Source: an optimization exercise on an open RTL-to-GDS flow (aim: small area, a short achievable clock period and few clock cycles). Production flows keep margins and buffers that such runs may drop. No run shown here included a check of the RTL's function; only the layout flow was run. No activity file was given, so power comes from the tool's default toggle rates.

==> flow/design.v (outline; a module is shown in full before it is edited, if it fits) <==
// module rs_entry_array: 290 lines
// module mul_pp_tree: 1129 lines
// module mul_row_tree: 389 lines
// module alu_exec: 131 lines
// module ks_add: 27 lines
// module rs_alu_top: 58 lines
module rs_alu_top (
  input  logic             in_clk,
  input  logic             in_rst,
  input  logic             dispatch_valid,
  input  logic [2:0]       dispatch_op,
  input  logic             src_a_ready,
  input  ooo_pkg::word_t   src_a_value,
  input  ooo_pkg::tag_t    src_a_tag,
  input  logic             src_b_ready,
  input  ooo_pkg::word_t   src_b_value,
  input  ooo_pkg::tag_t    src_b_tag,
  input  logic             flags_ready,
  input  ooo_pkg::nzcv_t   flags_value,
  input  ooo_pkg::tag_t    flags_tag,
  input  logic             set_nzcv,
  input  ooo_pkg::tag_t    dst_tag,
  input  logic             bcast_valid,
  input  ooo_pkg::tag_t    bcast_tag,
  input  ooo_pkg::word_t   bcast_value,
  input  logic             bcast_set_nzcv,
  input  ooo_pkg::nzcv_t   bcast_nzcv,
  input  logic             flush,
  output logic             full,
  output logic             result_valid,
  output ooo_pkg::tag_t    result_tag,
  output ooo_pkg::word_t   result_value,
  output logic             result_set_nzcv,
  output ooo_pkg::nzcv_t   result_nzcv
);
  // ...
==> flow/flow/run.sh <==
#!/bin/bash
set -euo pipefail
bash standard.sh SETUP_SLACK_MARGIN=7.6 "BUFFER_PORTS_ARGS=-buffer_cell sky130_fd_sc_hd__buf_2" finish > standard_make.log 2>&1
==> flow/standard.sh <==
#!/bin/bash
# synth_recipe.tcl (not shown) runs the flow's synth.tcl, then flattens the netlist and writes it again
# the make line also repeats each setting of config.mk as NAME=value (left out here)
make -C /OpenROAD-flow-scripts/flow DESIGN_CONFIG=/design/flow/config.mk WORK_HOME=/design/flow/orfs CLKGATE_MAP_FILE= SYNTH_SCRIPT=/design/flow/synth_recipe.tcl "${@:-finish}"
==> flow/config.mk <==
export PLATFORM = sky130hd
export DESIGN_NAME = rs_alu_top
export DESIGN_NICKNAME = rs_alu_top
export VERILOG_FILES = /design/flow/design.v
export SDC_FILE = /design/flow/constraint.sdc
export NUM_CORES = 4
export LEC_CHECK = 0
export ABC_CLOCK_PERIOD_IN_PS = 3000
export CAP_MARGIN = 20
export CORE_MARGIN = 2
export CORE_UTILIZATION = 40
export SETUP_SLACK_MARGIN = 5
export SLEW_MARGIN = 20
export TNS_END_PERCENT = 5
==> flow/constraint.sdc <==
create_clock -name core_clock -period 12.0 [get_ports {in_clk}]
set_input_delay 2.4000 -clock core_clock [delete_from_list [all_inputs] [get_ports {in_clk}]]
set_output_delay 2.4000 -clock core_clock [all_outputs]
set_load 0.01 [all_outputs]
==> flow_summary.toml, run 1 <==
[timing]
max_freq_ghz = 0.206
fin_ws_ns = 7.14
min_period_over_period_pct = 40.5
period_needed_ns = 4.86
relSlewSlack_pct = 21.3

[power_and_ir_drop]
p_total_mw = 8.81
powerComb_mw = 0.456
netSwitchingPower_mw = 2.11
p_clk_share_pct = 46.9
combPwrFrac_pct = 5.2

[layout]
largest_class = "multi-input gates"
antenna_cells = 11
register_area_um2 = 30000
inverters = 575
largestRegisters = "u_entry_array.a_val: 256 flops, u_entry_array.b_val: 256 flops, u_alu_exec.f_r: 177 flops"
n_all_buffers = 422
seq_share_pct = 35.4

[die]
core_area_um2 = 186000
num_tap_cells = 2480
num_rows = 158
die_y_um = 437

[setup_path]
start_kind = "flop"
endpoint = "u_alu_exec.result_value[30]"
r2r_start = "u_alu_exec.f_r[165]"
cpLargestDelayFamily = "adder cells"
critPathArrivalTime_ns = 5.52
r2r_slack_ns = 7.14
crit_type = "reg2reg"

[outcome]
status = "finished clean"

[place]
io_buffer_count = 181
dp_hpwl_mm = 183

[detailed_routing]
wl_met3_mm = 32.8

[synthesis]
syn_area_um2 = 75000

[cts]
ctsLongestPathBuffers = 3

[job]
maxCapViolations = 0

[hold_path]
hold_path.startpoint = "u_alu_exec.f_cv[1]"
==> run 2: changes to the inputs <==
--- a/flow/config.mk
+++ b/flow/config.mk
@@ -5,7 +5,7 @@
 export SDC_FILE = /design/flow/constraint.sdc
 export NUM_CORES = 4
 export LEC_CHECK = 0
-export ABC_CLOCK_PERIOD_IN_PS = 3000
+export ABC_CLOCK_PERIOD_IN_PS = 2000
 export CAP_MARGIN = 20
 export CORE_MARGIN = 2
 export CORE_UTILIZATION = 40
==> run 2 against run 1 <==
Synthesized cell count unchanged; final cell count did not move; highest routed layer unchanged; clock power about the same.
==> flow_summary.toml, run 2 <==
[outcome]
status = "finished clean"

[power_and_ir_drop]
netSwitchingPower_mw = 2.11
switching_share_pct = 23.9
power_density_nw_per_um2 = 104
p_total_mw = 8.81
p_clk_share_pct = 46.9
ir_drop_mv = 0.148
seq_power_share_pct = 48.0
leakage_nw = 35.7
combPwrFrac_pct = 5.2
internal-power_mw = 6.70

[setup_path]
crit_type = "reg2reg"
start_kind = "flop"
r2r_slack_ns = 7.14
critical_path_required_ns = 12.66
critPathMaxFanout = 3
r2r_start = "u_alu_exec.f_r[165]"
worstSetupStartpoint = "u_alu_exec.f_r[165]"
r2r-end = "u_alu_exec.result_value[30]"
reg2reg_depth = 18
cp-end-kind = "flop"
critPathArrivalTime_ns = 5.52

[detailed_routing]
drc = 0
drt_iter0_markers = 7716
wire_per_inst_um = 29.1
viasPerCell = 5.98
vias = 60700
antenna_left = 0
drt_wl_total_mm = 295
first_pass_iters = 8

[place]
gp_congestion = 0.954
dp_hpwl_mm = 183
io_buffer_count = 181

[timing]
tightestPinTransition_ns = 1.18
hold_viol = 0
fin_setup_tns_ns = 0
setup_viol = 0
relSlewSlack_pct = 21.3
finalMaxSlewViolations = 0
period_needed_ns = 4.86
finalClockSkew_ns = 0.0308
rsz0062_at_grt = "yes"
max_freq_ghz = 0.206
min_period_over_period_pct = 40.5

[die]
die_y_um = 437
start_util_pct = 40.3
dieArea_um2 = 191000
num_rows = 158
die_x_um = 437
core_area_um2 = 186000
io_pins = 186

[synthesis]
yosys.area.top_type_share_pct = 28.8
syn_area_per_cell_um2 = 9.86
yosysMostFrequentCell = "nor2_1"
syn_area_um2 = 75000
yosys-top-cells-area = "edfxtp_1, dfxtp_1, fa_1"
ys_ff_latch = 1137
yosys.area.top_type = "edfxtp_1"
synth_nets = 8335
synthFlopType = "edfxtp_1"
synthArstFlopShare_pct = 0
yosys_warnings = 14
syn_inst = 7602
synth_edf_count = 720
synthDistinctLibCells = 85
netlist_top_cells_count = "nor2_1, edfxtp_1, mux2i_1"
seq_area_frac_synth_pct = 40.0

[layout]
syn_to_final_growth_pct = 12.9
largestRegisters = "u_entry_array.a_val: 256 flops, u_entry_array.b_val: 256 flops, u_alu_exec.f_r: 177 flops"
drive_above_1_share_pct = 12.0
final_common_cell = "nor2_1"
fill_cells = 17500
final_cell_mix = "nor2_1, edfxtp_1, mux2i_1"
fin_nets = 8290

[cts]
clk_latency_ns = 0.80
clock-sinks = 1137
ctsLongestPathBuffers = 3
cts.htree.levels = 4
cts_root_buf = "clkbuf_16"
path_clk_slew_ns = 0.06
cts_hold_buf = 0
cts_tree = "built"
cts_made_buffers = 134

[job]
maxCapViolations = 0

[hold_path]
hold_class = "reg2reg"
hold_path.startpoint = "u_alu_exec.f_cv[1]"
hold-path-endpoint = "u_alu_exec.result_nzcv[1]"
holdPathStages = 0

[grt]
grt_max_degree = 154
track_usage_pct = 30.1
grt_pass1_wl_mm = 419
grt_pass1_vias = 58800
grt_overflow = 0
antenna_found_initial = 25
run 2: cell counts in the layout (fill, tap and decap cells not counted):
Identical to the previous run, type by type.
run 2: worst max path at each step:
| stage | endpoint | slack [ns] | cells after the start |
|---|---|---|---|
| 2_1_floorplan | u_entry_array.b_val[7][0] | 7.57 | 6 |
| 3_3_place_gp | u_alu_exec.e_f[1] | 5.75 | 13 |
| 3_5_place_dp | u_alu_exec.e_f[1] | 5.73 | 13 |
| 4_1_cts | u_alu_exec.result_value[31] | 7.24 | 19 |
| 5_1_grt | u_alu_exec.result_value[30] | 7.07 | 18 |
| 6_report | u_alu_exec.result_value[30] | 7.14 | 18 |
run 2: timing repair:
action	CTS	global route
cloned	11	0
setup endpoints to repair	856	756
gates resized for setup	213	28
setup buffers	54	7
pin swaps	61	21
run 2: worst max-delay path, stage by stage (launching register included):
cell	delay (ns)
dfxtp_2	0.32
fa_1	0.55
inv_2	0.05
fa_1	0.53
inv_1	0.05
fa_2	0.47
buf_4	0.17
fa_2	0.40
a21o_1	0.23
a21oi_4	0.25
o21ai_4	0.13
a2111oi_4	0.38
or3_4	0.24
a31oi_4	0.11
a21oi_2	0.17
a21oi_2	0.08
o21a_1	0.21
nor2_4	0.16
xnor2_4	0.21
run 2: per-layer routing:
layer  global-route usage, %  up-vias  part of all wire (%)  routed length, um
met5                       0        -                 0.043                126
met4                    17.8       18                   6.5              19300
met3                    6.62      764                    11              32800
met2                    45.4     3778                    43             128000
met1                    39.7    30000                    39             115000
li1                        -    26200                     -                  -
run 2: logic make-up (layout without fill, tap and decap cells):
group / Yosys count / after routing / share of synthesized area (%)
AO/OA/AOI/OAI: 1303 / 1303 / 11.2
XOR/XNOR: 468 / 468 / 5.47
adder cells (fa/ha/maj): 591 / 591 / 14.0
buffers and inverters: 1181 / 1239 / 6.07
flip-flops: 1137 / 1137 / 40.0
multiplexers: 722 / 722 / 9.84
other: 0 / 11 / 0
AND/OR/NAND/NOR: 2200 / 2203 / 13.4
run 2: layout make-up:
type / instances / area, um2 / area share [%]
multi-input cells: 5287 / 41600 / 49.1
flip-flops and latches: 1137 / 30000 / 35.4
clock buffers: 192 / 3860 / 4.56
repair buffers: 422 / 3360 / 3.97
well taps: 2480 / 3100 / 3.67
inverters: 575 / 2160 / 2.56
clock inverters: 50 / 527 / 0.622
diodes: 11 / 27.5 / 0.0325
run 2: per-stage QoR:
stage                     instances  cell area (um2)  util, %  hold slack (ns)  setup WS [ns]
after detailed placement       9829            78300     42.1            0.313           5.73
after global routing          10200            84600     45.5            0.343           7.07
after floorplan                7602            75300        -            0.310           7.57
after global placement         9829            78300     42.1            0.316           5.75
after CTS                     10100            84400     45.4            0.335           7.24
final                         10200            84600     45.5            0.333           7.14
run 2: power by group through the flow:
| stage | combinational [mW] | sequential, mW | clock [mW] |
|---|---|---|---|
| after floorplan | 0.283 | 4.30 | 0 |
| after global placement | 0.423 | 4.31 | 0 |
| after detailed placement | 0.437 | 4.31 | 0 |
| after CTS | 0.445 | 4.22 | 4.15 |
| after global routing | 0.490 | 4.23 | 4.30 |
| final | 0.456 | 4.23 | 4.13 |

re-timing with driven ports:
How much do the figures lean on ideal ports? The routed layouts below were timed once more, with nothing changed but the port constraints. Step 1 assumes that a clkbuf_16 drives the clock port and a buf_2 every other input. Step 2 adds t to the input delays and takes it off the output delays; t is the mean of the earliest and latest rising clock arrival at the registers after step 1. Input paths then give back, and output paths get back, about the clock's delay inside the block. a / b / c = ideal ports / drivers / drivers and shift; a / b = the first two.
run	shift t [ns]	slack for setup (ns)	hold slack, ns	clock arrival spread, ns	cell pins on the clock port's net
run 1	0.873	7.142 / 7.142 / 6.745	0.333 / 0.333 / 0.333	0.032 / 0.033	1
run 2	0.873	7.142 / 7.142 / 6.745	0.333 / 0.333 / 0.333	0.032 / 0.033	1
After both steps setup and hold are still met in every run listed.
